Context: an optimization exercise on an open-source flow, tuned for small area, a short achievable clock period and few clock cycles per item. The choices shown serve that exercise and are no tape-out recipe. At most, simulation tests tie the RTL to the original design; equivalence was not proved. Power and IR drop assume default switching activity.

Design position_report_ascii_encoder, start of the top module:
module position_report_ascii_encoder
(
    input  logic              clk,
    input  logic              rst_n,
    input  logic              pos_valid,
    output logic              pos_ready,
    input  logic signed [LatW-1:0] pos_lat_micro,
    input  logic signed [LonW-1:0] pos_lon_micro,
    input  logic [FixW-1:0]   pos_fix_level,
    output logic              rpt_valid,
    input  logic              rpt_ready,
    output logic [CharW-1:0]  rpt_out_char,
    output logic              rpt_last_char,
    output logic              rpt_pos_invalid,
    input  logic              psel,
    input  logic              penable,
    input  logic              pwrite,
    input  logic [AddrW-1:0]  paddr,
    input  logic [DataW-1:0]  pwdata,
    output logic [DataW-1:0]  prdata,
    output logic              pready
);
export LEC_CHECK = 0
export CAP_MARGIN = 20
export CORE_MARGIN = 2
export CORE_UTILIZATION = 40
export SLEW_MARGIN = 20
create_clock -name core_clock -period 9.0 [get_ports {clk}]
standard.sh (not shown) runs the stock make flow with config.mk's settings and CLKGATE_MAP_FILE= SYNTH_SCRIPT=/design/flow/synth_recipe.tcl, a recipe that flattens the netlist after the stock synthesis.
==> flow/flow/run.sh <==
#!/bin/bash
set -euo pipefail
bash standard.sh SETUP_SLACK_MARGIN=6.0 "BUFFER_PORTS_ARGS=-buffer_cell sky130_fd_sc_hd__buf_1" finish > orfs_flow.log 2>&1
Then changed:
--- a/flow/design.v
+++ b/flow/design.v
@@ -214,42 +214,42 @@
     input  logic              psel,
     input  logic              penable,
     input  logic              pwrite,
     input  logic [AddrW-1:0]  paddr,
     input  logic [DataW-1:0]  pwdata,
     output logic [DataW-1:0]  prdata,
     output logic              pready
 );
     logic [CharW-1:0] sym_table_reg;
     logic [CharW-1:0] sym_code_reg;
-    logic             rd_sel;       
+    logic [CharW-1:0] prdata_reg;
     assign pready = 1'b1;
     always_ff @(posedge clk or negedge rst_n)
     begin
         if (!rst_n)
         begin
             sym_table_reg <= SymTableRst;
             sym_code_reg  <= SymCodeRst;
         end
         else if (psel && penable && pwrite)
         begin
             if (paddr[2])
                 sym_code_reg  <= pwdata[CharW-1:0];
             else
                 sym_table_reg <= pwdata[CharW-1:0];
         end
     end
     always_ff @(posedge clk)
     begin
-        rd_sel <= paddr[2];
+        prdata_reg <= paddr[2] ? sym_code_reg : sym_table_reg;
     end
-    assign prdata = {{(DataW-CharW){1'b0}}, rd_sel ? sym_code_reg : sym_table_reg};
+    assign prdata = {{(DataW-CharW){1'b0}}, prdata_reg};
     logic             known_q;      
     logic             inv_q;        
     logic             lat_done;     
     logic             lat_hold;     
     logic             lon_pend;     
     logic             lon_hold;     
     logic [LonW-1:0]  lon_raw;
     logic [3:0]       cnt;          
     logic             src;          
     logic             post;         
After rerunning:
- non-clock buffer count came out higher by 1
- maximum frequency rose by a few percent
- clock-buffer cell count is unchanged
- global-route usage grows by 0.46 points
- setup slack gets better by 0.13 ns
Testbench counts after the change, summed over its fixed seeds: cycles 17,649, reports 960.
The RTL of the first run of this note was laid out without a check of its function.

Another version of the RTL of position_report_ascii_encoder (not shown whole).
Size: about 1,300 cells after synthesis, about 200 flip-flops, ~150 I/O pins.
==> flow/config.mk <==
export PLATFORM = sky130hd
export DESIGN_NAME = position_report_ascii_encoder
export DESIGN_NICKNAME = position_report_ascii_encoder
export VERILOG_FILES = /design/flow/design.v
export SDC_FILE = /design/flow/constraint.sdc
export NUM_CORES = 4
export LEC_CHECK = 0
export CAP_MARGIN = 20
export CORE_MARGIN = 2
export CORE_UTILIZATION = 50
export SLEW_MARGIN = 20
==> flow/constraint.sdc <==
create_clock -name core_clock -period 9.0 [get_ports {clk}]
set_input_delay 1.8000 -clock core_clock [delete_from_list [all_inputs] [get_ports {clk}]]
set_output_delay 1.8000 -clock core_clock [all_outputs]
set_load 0.01 [all_outputs]
Scripts as last shown in full above: flow/flow/run.sh
Testbench counts at the start, summed over its fixed seeds: cycles 17,511, reports 960.
Rerun with:
--- a/flow/design.v
+++ b/flow/design.v
@@ -268,15 +268,15 @@
     logic [LonW-1:0]  lon_raw;
     logic [3:0]       cnt;          
     logic             src;          
     logic             post;         
     logic [5:0]       lat_ipf;      
     logic [2:0]       pf;           
     logic             neg;          
-    logic             pr_q;         
+    logic             kr, ki;       
     logic [51:0]      work;
     logic [22:0]      lat_dsp;      
     logic [24:0]      lon_dsp;      
     logic             vld;
     logic             cur_inv;
     logic [4:0]       nb;           
     logic [CharW-1:0] out_reg;
@@ -287,61 +287,56 @@
     logic             pins_inv;
     logic             acc_now;
     logic             take;
     logic             cur_free;
     logic             lat_ok, lon_ok, go, go_src, step, fin;
     assign pins_inv = (pos_fix_level == '0)
                       || (pos_lat_micro == '0 && pos_lon_micro == '0);
-    assign pos_ready = pr_q;
+    assign pos_ready = inv_q ? ki : kr;
     assign acc_now   = pos_valid && pos_ready;
     assign take      = vld && rpt_ready;
     assign cur_free  = !vld || (take && last_reg);
     assign lat_ok = known_q && !inv_q && !lat_done && !lat_hold;
     assign lon_ok = lon_pend && !lon_hold;
     assign go     = (cnt == 4'd0) && (lat_ok || lon_ok);
     assign go_src = lon_ok;
     assign step   = go || (cnt != 4'd0);
     assign fin    = (cnt == 4'd8);
     logic known_n, lat_done_n, lon_pend_n, nxt_full_n;
-    logic bypass, inc, dec;
+    logic bypass;
     logic [1:0] ninv_n;
     always_comb
     begin
         known_n    = pos_valid && !acc_now;
         lat_done_n = acc_now ? 1'b0 : ((fin && !src) || lat_done);
         lon_pend_n = (acc_now && !inv_q) || (lon_pend && !(fin && src));
         bypass     = cur_free && ninv == 2'd0 && !nxt_full;
         nxt_full_n = (acc_now && !inv_q) || (nxt_full && !(cur_free && ninv == 2'd0));
-        inc        = acc_now && inv_q && !bypass;
-        dec        = cur_free && ninv != 2'd0;
-        ninv_n     = ninv;
-        if (inc && !dec)
-            ninv_n = {ninv[1] || ninv[0], !ninv[0]};
-        else if (dec && !inc)
-            ninv_n = {ninv[1] && ninv[0], !ninv[0]};
+        ninv_n     = ninv - 2'((cur_free && ninv != 2'd0)) + 2'((acc_now && inv_q && !bypass));
     end
     always_ff @(posedge clk or negedge rst_n)
     begin
         if (!rst_n)
         begin
             known_q  <= 1'b0;
-            pr_q     <= 1'b0;
+            kr       <= 1'b0;
+            ki       <= 1'b0;
             lat_done <= 1'b0;
             lat_hold <= 1'b0;
             lon_pend <= 1'b0;
             lon_hold <= 1'b0;
             cnt      <= '0;
             src      <= 1'b0;
             post     <= 1'b0;
         end
         else
         begin
             known_q  <= known_n;
-            pr_q     <= known_n && !nxt_full_n
-                        && (pins_inv ? ninv_n != 2'd3 : (lat_done_n && !lon_pend_n));
+            ki       <= known_n && !nxt_full_n && ninv_n != 2'd3;
+            kr       <= known_n && !nxt_full_n && lat_done_n && !lon_pend_n;
             post     <= fin;
             lat_done <= lat_done_n;
             lon_pend <= lon_pend_n;
             if (fin && !src)
                 lat_hold <= 1'b1;
             else if (take && nb == 5'd7)
                 lat_hold <= 1'b0;
=>
- die area came out higher by 3.0%
- routed wire length came out higher by 1.0%
- core utilization came out lower by 0.92 points
- design area came out higher by 1.7%
- cell count came out higher by 2.3%
- combinational power came out higher by 12%
- sequential power barely changes
- worst setup slack gets worse by 0.064 ns
- clock power came out lower by about 2%
No functional check of the RTL was part of the second run of this note.

## re-timing with driven ports
How much do the figures lean on ideal ports? The routed layouts below were timed once more, with nothing changed but the port constraints.
Step 1 sets driving cells, clkbuf_16 on the clock port and buf_2 on the other inputs (assumed; they add their load-dependent delay and slew).
Step 2, shift: input delay + t, output delay - t, t = (earliest + latest rising clock arrival at the registers) / 2. This alone moves slack from input paths to output paths.
Three values: ideal, step 1, step 2; two values: the first two.
run	shift t [ns]	slack for setup (ns)	hold slack, ns	worst setup path at the end	cell pins on the clock port's net
the first run of note 1	0.479	5.862 / 5.815 / 5.725	0.424 / 0.424 / 0.424	input to register	1
the second run of note 1	0.486	5.988 / 5.988 / 5.573	0.442 / 0.442 / 0.442	input to register	1
the first run of note 2	0.475	6.031 / 6.050 / 5.587	0.442 / 0.442 / 0.442	input to register	1
the second run of note 2	0.483	5.967 / 5.919 / 5.624	0.423 / 0.423 / 0.423	input to register	1
After both steps every run listed still meets setup and hold. The setup slack of the first run of note 2, which loses most, moves by +0.019 ns with the drivers and by -0.444 ns with both steps.
